Background: an optimization exercise with open tools, aiming at small area, a short achievable clock period and few clock cycles per item. Do not read the settings as production practice.
In this exercise RTL edits were held to simulation tests only and were not proved equivalent to the original.
Power figures rest on the tool's default switching activity, not on a simulated workload.

== run 1 ==
## sorted_unique_set_engine
module sorted_unique_set_engine (
  input  wire logic        clk,
  input  wire logic        rst_n,
  input  wire logic        in_valid,
  output logic             in_ready,
  input  wire logic [1:0]  in_kind,
  input  wire logic [31:0] in_value,
  output logic             out_valid,
  input  wire logic        out_ready,
  output logic             out_was_present,
  output logic [1:0]       out_status,
  output logic [4:0]       out_entry_count
);
For scale: ~1800 cells after synthesis, roughly 600 flip-flops, about 26000 µm² of cells after synthesis.
clock: 6.0 ns
lec_check: 0
cap_margin: 20
core_margin: 2
core_utilization: 40
setup_slack_margin: 3.5
slew_margin: 20
run.sh (not shown) runs the stock make flow with config.mk's settings and CLKGATE_MAP_FILE= SYNTH_SCRIPT=/design/flow/synth_recipe.tcl, a recipe that flattens the netlist after the stock synthesis.
Testbench counts of run 1, summed over its fixed seeds: cycles 32,016, items 32,000.
> inputs changed (run 1 -> run 2)
- clearing SETUP_SLACK_MARGIN, which used to be 3.5
Notes after the runs:
- [compare] base=run 1 new=run 2: antenna diode count fell by 5; sum of internal, switching and leakage power fell by 76 µW.
- Post-CTS setup repair buffer count in run 2 vs run 1: down 234
- Run 2 vs run 1: cell depth of the worst min-delay path down
- From run 1 to run 2 the numbers moved as follows: global-route wire length before repair down 19%, max-slew headroom at the worst pin went up.
Inputs modified between run 2 and run 3:
- ABC_CLOCK_PERIOD_IN_PS: unset -> 2500
- SETUP_SLACK_MARGIN: unset -> 3.5
Results
- Summary of run 3 over run 2: combinational group share of total power rose by 4.5 points; number of buffers inserted during clock tree synthesis lost about 9%.
- Going from run 2 to run 3, power in the clock group saw a decrease; signed area change from the synthesized netlist to the final layout rose 15 points.
- For first-iteration DRC count, dividing the value from run 2 by the value from run 3 gives 0.66.

* * *

== job 3153 ==
The RTL this note starts from:
==> flow/design.v <==
`default_nettype none
package sus_pkg;
  localparam int CAPACITY = 16;
  localparam int CNT_W    = $clog2(CAPACITY + 1);
  localparam int VAL_W    = 32;
  localparam logic [1:0] KIND_SEARCH = 2'd0;
  localparam logic [1:0] KIND_INSERT = 2'd1;
  localparam logic [1:0] KIND_DELETE = 2'd2;
  localparam logic [1:0] KIND_SPARE  = 2'd3;
  localparam logic [1:0] ST_DONE  = 2'd0;
  localparam logic [1:0] ST_NOCHG = 2'd1;
  localparam logic [1:0] ST_FULL  = 2'd2;
  typedef logic [VAL_W-1:0] val_t;
  typedef logic [CNT_W-1:0] cnt_t;
endpackage
`default_nettype wire
`default_nettype none
module sus_cell (
  input  wire logic          clk,
  input  wire logic          vld_nxt,
  input  wire sus_pkg::val_t key,
  output logic               eq
);
  sus_pkg::val_t val_r;
  assign eq = (val_r == key);
  always_ff @(posedge clk) begin
    if (!vld_nxt) val_r <= key;
  end
endmodule
`default_nettype wire
`default_nettype none
module sorted_unique_set_engine (
  input  wire logic        clk,
  input  wire logic        rst_n,
  input  wire logic        in_valid,
  output logic             in_ready,
  input  wire logic [1:0]  in_kind,
  input  wire logic [31:0] in_value,
  output logic             out_valid,
  input  wire logic        out_ready,
  output logic             out_was_present,
  output logic [1:0]       out_status,
  output logic [4:0]       out_entry_count
);
  localparam int N = sus_pkg::CAPACITY;
  logic          rdy_r;
  logic          acc;
  logic          a_vld;
  logic [1:0]    a_kind;
  sus_pkg::val_t a_key;
  logic [N-1:0]  slot_vld;
  logic [N-1:0]  slot_vld_nxt;   
  logic [N-1:0]  eq_v;
  sus_pkg::cnt_t cnt_r;
  logic          b_vld;
  logic          b_ins, b_del;
  logic [N-1:0]  b_match;      
  logic [N-1:0]  loc;          
  logic          present;
  logic          full;
  logic          do_ins, do_del;
  logic [N-1:0]  tgt;          
  logic [N-1:0]  spare;        
  logic [N-1:0]  spare_first;  
  logic [N-1:0]  tgt_nxt;
  sus_pkg::cnt_t cnt_nxt;
  logic [1:0]    status;
  logic [7:0]    res;
  assign in_ready = rdy_r;
  assign acc      = in_valid && rdy_r;
  for (genvar i = 0; i < N; i++) begin : g_cell
    sus_cell u_cell (
      .clk     (clk),
      .vld_nxt (slot_vld_nxt[i]),
      .key     (a_key),
      .eq      (eq_v[i])
    );
    if (i == 0) begin : g_first
      assign spare_first[i] = spare[i];
    end else begin : g_rest
      assign spare_first[i] = spare[i] && !(|spare[i-1:0]);
    end
  end
  always_ff @(posedge clk) begin
    a_vld   <= rst_n && acc;
    a_kind  <= in_kind;
    a_key   <= in_value;
    b_vld   <= rst_n && a_vld;
    b_ins   <= a_kind == sus_pkg::KIND_INSERT;
    b_del   <= a_kind == sus_pkg::KIND_DELETE;
    b_match <= eq_v & slot_vld_nxt;
  end
  assign loc     = b_match;
  assign present = |b_match;
  assign full    = cnt_r[sus_pkg::CNT_W-1];
  assign do_ins  = b_vld && b_ins && !present && !full;
  assign do_del  = b_vld && b_del && present;
  assign spare   = ~slot_vld & ~tgt;
  assign tgt_nxt = do_ins ? spare_first
                 : ((|tgt) ? tgt : ({N{b_vld && b_del}} & loc));
  assign slot_vld_nxt = (slot_vld & ~({N{b_vld && b_del}} & loc))
                      | ({N{do_ins}} & tgt);
  always_comb begin
    cnt_nxt = cnt_r;
    if (do_ins) cnt_nxt = cnt_r + 1'b1;
    if (do_del) cnt_nxt = cnt_r - 1'b1;
  end
  always_comb begin
    status = sus_pkg::ST_DONE;
    if (b_ins) begin
      if (present)   status = sus_pkg::ST_NOCHG;
      else if (full) status = sus_pkg::ST_FULL;
    end else if (b_del) begin
      if (!present)  status = sus_pkg::ST_NOCHG;
    end
  end
  assign res = {present, status, cnt_nxt};
  always_ff @(posedge clk) begin
    if (!rst_n) begin
      slot_vld <= '0;
      tgt      <= N'(1);
      cnt_r    <= '0;
    end else begin
      slot_vld <= slot_vld_nxt;
      tgt      <= tgt_nxt;
      cnt_r    <= cnt_nxt;
    end
  end
  localparam int D = 4;
  logic [D-1:0]       q_vld;
  logic [D-1:0][7:0]  q_dat;
  logic               pop;
  logic [D-1:0]       q_sh;      
  logic [D-1:0]       q_vld_nxt;
  assign pop  = q_vld[0] && out_ready;
  assign q_sh = pop ? {1'b0, q_vld[D-1:1]} : q_vld;
  assign q_vld_nxt = b_vld ? {q_sh[D-2:0], 1'b1} : q_sh;
  always_ff @(posedge clk) begin
    if (!rst_n) begin
      q_vld <= '0;
      rdy_r <= 1'b1;
    end else begin
      q_vld <= q_vld_nxt;
      rdy_r <= !q_vld_nxt[D-1]
            && !(q_vld_nxt[D-2] && (acc || a_vld))
            && !(q_vld_nxt[D-3] && acc && a_vld);
    end
  end
  for (genvar p = 0; p < D; p++) begin : g_q
    logic [7:0] nxt;    
    if (p < D - 1) begin : g_sh
      assign nxt = pop ? q_dat[p+1] : q_dat[p];
    end else begin : g_last
      assign nxt = q_dat[p];
    end
    always_ff @(posedge clk) begin
      q_dat[p] <= q_sh[p] ? nxt : res;
    end
  end
  assign out_valid       = q_vld[0];
  assign out_was_present = q_dat[0][7];
  assign out_status      = q_dat[0][6:5];
  assign out_entry_count = q_dat[0][4:0];
endmodule
`default_nettype wire
clock: 6.0 ns
lec_check: 0
cap_margin: 20
core_margin: 2
core_utilization: 40
cts_cluster_diameter: 60
cts_cluster_size: 20
setup_slack_margin: 3.7
slew_margin: 20
Job 3153 | status: complete | timing, DRC, antenna: pass
Testbench counts of job 3153, summed over its fixed seeds: cycles 32,024, items 32,000.
Modified inputs, job 5754 compared to job 3153
- changing CORE_UTILIZATION from 40 to 55
- removing CTS_CLUSTER_DIAMETER (formerly 60)
- removing CTS_CLUSTER_SIZE (formerly 20)
==> flow/flow/run.sh (new file) <==
#!/bin/bash
# The standard layout (standard.sh), with one change at clock tree
# synthesis: larger sink clusters and no dummy loads, for a smaller clock tree.
# Everything else (synthesis, floorplan, power grid, placement, routing) is the
# standard flow's. make's full output goes to flow_make.log.
set -euo pipefail
CTS="-sink_clustering_enable -repair_clock_nets -sink_clustering_size 25 -sink_clustering_max_diameter 70 -dont_use_dummy_load"
sed "s|\"\${@:-finish}\"|CTS_ARGS=\"$CTS\" \"\${@:-finish}\"|" standard.sh > lean_cts.sh
grep -q "CTS_ARGS=" lean_cts.sh
bash lean_cts.sh > flow_make.log 2>&1
==> flow/standard.sh (new file) <==
#!/bin/bash
# synth_recipe.tcl (not shown) runs the flow's synth.tcl, then flattens the netlist and writes it again
# the make line also repeats each setting of config.mk as NAME=value (left out here)
make -C /OpenROAD-flow-scripts/flow DESIGN_CONFIG=/design/flow/config.mk WORK_HOME=/design/flow/orfs CLKGATE_MAP_FILE= SYNTH_SCRIPT=/design/flow/synth_recipe.tcl "${@:-finish}"
removed: flow/run.sh
Findings:
Summary of job 5754 over job 3153: worst slew slack as a fraction of its limit now larger, core utilization now larger, number of well taps now smaller, actual transition at the worst max-transition pin now smaller, total met3 wirelength after detailed routing now larger.
Relative to job 3153, post-synthesis to final-layout area growth decreased by 3.1 points in job 5754.
Between job 3153 and job 5754, the flow reports via density per instance increasing by more than 10%.
Overall routed net length, job 5754 vs job 3153: up slightly
The sequential standard cell area was comparable across job 5754 and job 3153.
Changes in job 2535 relative to job 5754:
- CORE_UTILIZATION: 55 -> 40
==> flow/run.sh (new file) <==
#!/bin/bash
# synth_recipe.tcl (not shown) runs the flow's synth.tcl, then flattens the netlist and writes it again
# the make line also repeats each setting of config.mk as NAME=value (left out here)
make -C /OpenROAD-flow-scripts/flow DESIGN_CONFIG=/design/flow/config.mk WORK_HOME=/design/flow/orfs CLKGATE_MAP_FILE= SYNTH_SCRIPT=/design/flow/synth_recipe.tcl finish
removed: flow/flow/run.sh
removed: flow/standard.sh
[summary]
On minimum clock period: job 2535 sits below job 5754.
For power density of the placed cells, dividing the value from job 5754 by the value from job 2535 gives 0.863.
Comparing job 5754 with job 2535, the area taken by flip-flops and latches came out essentially unchanged.
Job 2535 leaves more setup margin than job 5754.
Job 2535 vs job 5754, global routing usage on met3 went down by 0.27 points.
Diff job 5754 -> job 2535 | clock buffer and inverter area fraction after layout | increase of 4.3 points
Cmp job 2535 and job 5754 / global routing usage on met1 / lower: job 2535
Of job 2535 and job 5754, the lower depth of the CTS H-tree belongs to job 5754.
Looking only at count of instances resized after the clock tree is built, and setting everything else aside, the lower value of job 2535 and job 5754 goes to job 2535.
The following lists how job 7003 was set up differently from job 2535:
==> flow/flow/run.sh (new file) <==
#!/bin/bash
# The standard layout (standard.sh) with two changes: clock tree synthesis
# uses larger sink clusters and no dummy loads, for a smaller clock tree; and
# the buffers that the standard flow puts on every input and output port are
# buf_2 cells instead of delay buffers. Everything else (synthesis, floorplan,
# power grid, placement, routing) is the standard flow's. make's full output
# goes to flow_make.log.
set -euo pipefail
CTS="-sink_clustering_enable -repair_clock_nets -sink_clustering_size 25 -sink_clustering_max_diameter 70 -dont_use_dummy_load"
BUF="-buffer_cell sky130_fd_sc_hd__buf_2"
sed "s|\"\${@:-finish}\"|CTS_ARGS=\"$CTS\" BUFFER_PORTS_ARGS=\"$BUF\" \"\${@:-finish}\"|" standard.sh > lean.sh
grep -q "CTS_ARGS=" lean.sh
bash lean.sh > flow_make.log 2>&1
==> flow/standard.sh (new file) <==
#!/bin/bash
# synth_recipe.tcl (not shown) runs the flow's synth.tcl, then flattens the netlist and writes it again
# the make line also repeats each setting of config.mk as NAME=value (left out here)
make -C /OpenROAD-flow-scripts/flow DESIGN_CONFIG=/design/flow/config.mk WORK_HOME=/design/flow/orfs CLKGATE_MAP_FILE= SYNTH_SCRIPT=/design/flow/synth_recipe.tcl "${@:-finish}"
removed: flow/run.sh
## What came out
Job 7003 finished every stage and its layout cleared the timing, DRC and antenna checks.
Having completed the whole flow, job 2535 delivered a layout that passed the timing, DRC and antenna checks.
Job 2535 has higher number of nets in the final layout than job 7003.
Data-path buffer share of cell area in the final layout in job 7003 is 0.53 points lower than in job 2535
Job 2535 has lower post-layout minimum cycle time than job 7003.
Run comparison: job 2535 critical path capture point out_entry_count[3]; job 7003 critical path capture point out_entry_count[1]
The utilization in job 7003 sits 2.6 points below the value recorded for job 2535.
Of job 2535 and job 7003, job 7003 shows the lower via count, with job 2535 above it.
Compared job 7003 vs job 2535, and met1 layer wirelength in the final routing is down in job 7003.
Total placed instance area, job 2535 and job 7003: lower on job 7003
In job 7003 the clock transition at the registers of the reported paths turned out 40 ps higher than in job 2535.
Changes observed in job 7003 relative to job 2535: total length of routed wires shows an increase of 0.61%; number of setup buffers added after CTS stayed essentially flat.
Re count of non-CTS buffers in the layout: job 7003 is 4 up on job 2535.

==> port drivers added, routing unchanged <==
The results above use ideal ports. As a check the final layouts listed here were re-extracted and re-timed, cells and wires unchanged. Step 1, drivers: a clkbuf_16 drives clk and a buf_2 each remaining input, both assumed. Step 2 moves the port delays by t, midway between the first and last clock arrival at a register: inputs arrive t later, outputs are due t later. That takes back most of the time a late clock gives input paths. Slacks: no drivers / after step 1 / after step 2; pairs: no drivers / after step 1.
| run | t, ns | setup WS [ns] | worst register clock-pin slew, ns | worst data-port slew with drivers (ns) |
|---|---|---|---|---|
| run 1 | 0.686 | 2.737 / 2.737 / 2.737 | 0.07 / 0.07 | 0.04 |
| run 2 | 0.650 | 1.625 / 1.625 / 1.625 | 0.06 / 0.06 | 0.06 |
| run 3 | 0.686 | 2.737 / 2.737 / 2.737 | 0.07 / 0.07 | 0.04 |
| job 3153 | 0.659 | 3.673 / 3.612 / 3.154 | 0.09 / 0.09 | 0.05 |
| job 5754 | 0.625 | 3.659 / 3.601 / 3.316 | 0.10 / 0.10 | 0.05 |
| job 2535 | 0.652 | 3.669 / 3.609 / 3.178 | 0.06 / 0.06 | 0.05 |
| job 7003 | 0.618 | 3.639 / 3.581 / 3.306 | 0.10 / 0.10 | 0.04 |
After both steps every run listed still meets setup and hold. For job 3153, which loses most, drivers alone change the setup slack by -0.061 ns; drivers and shift together by -0.519 ns.
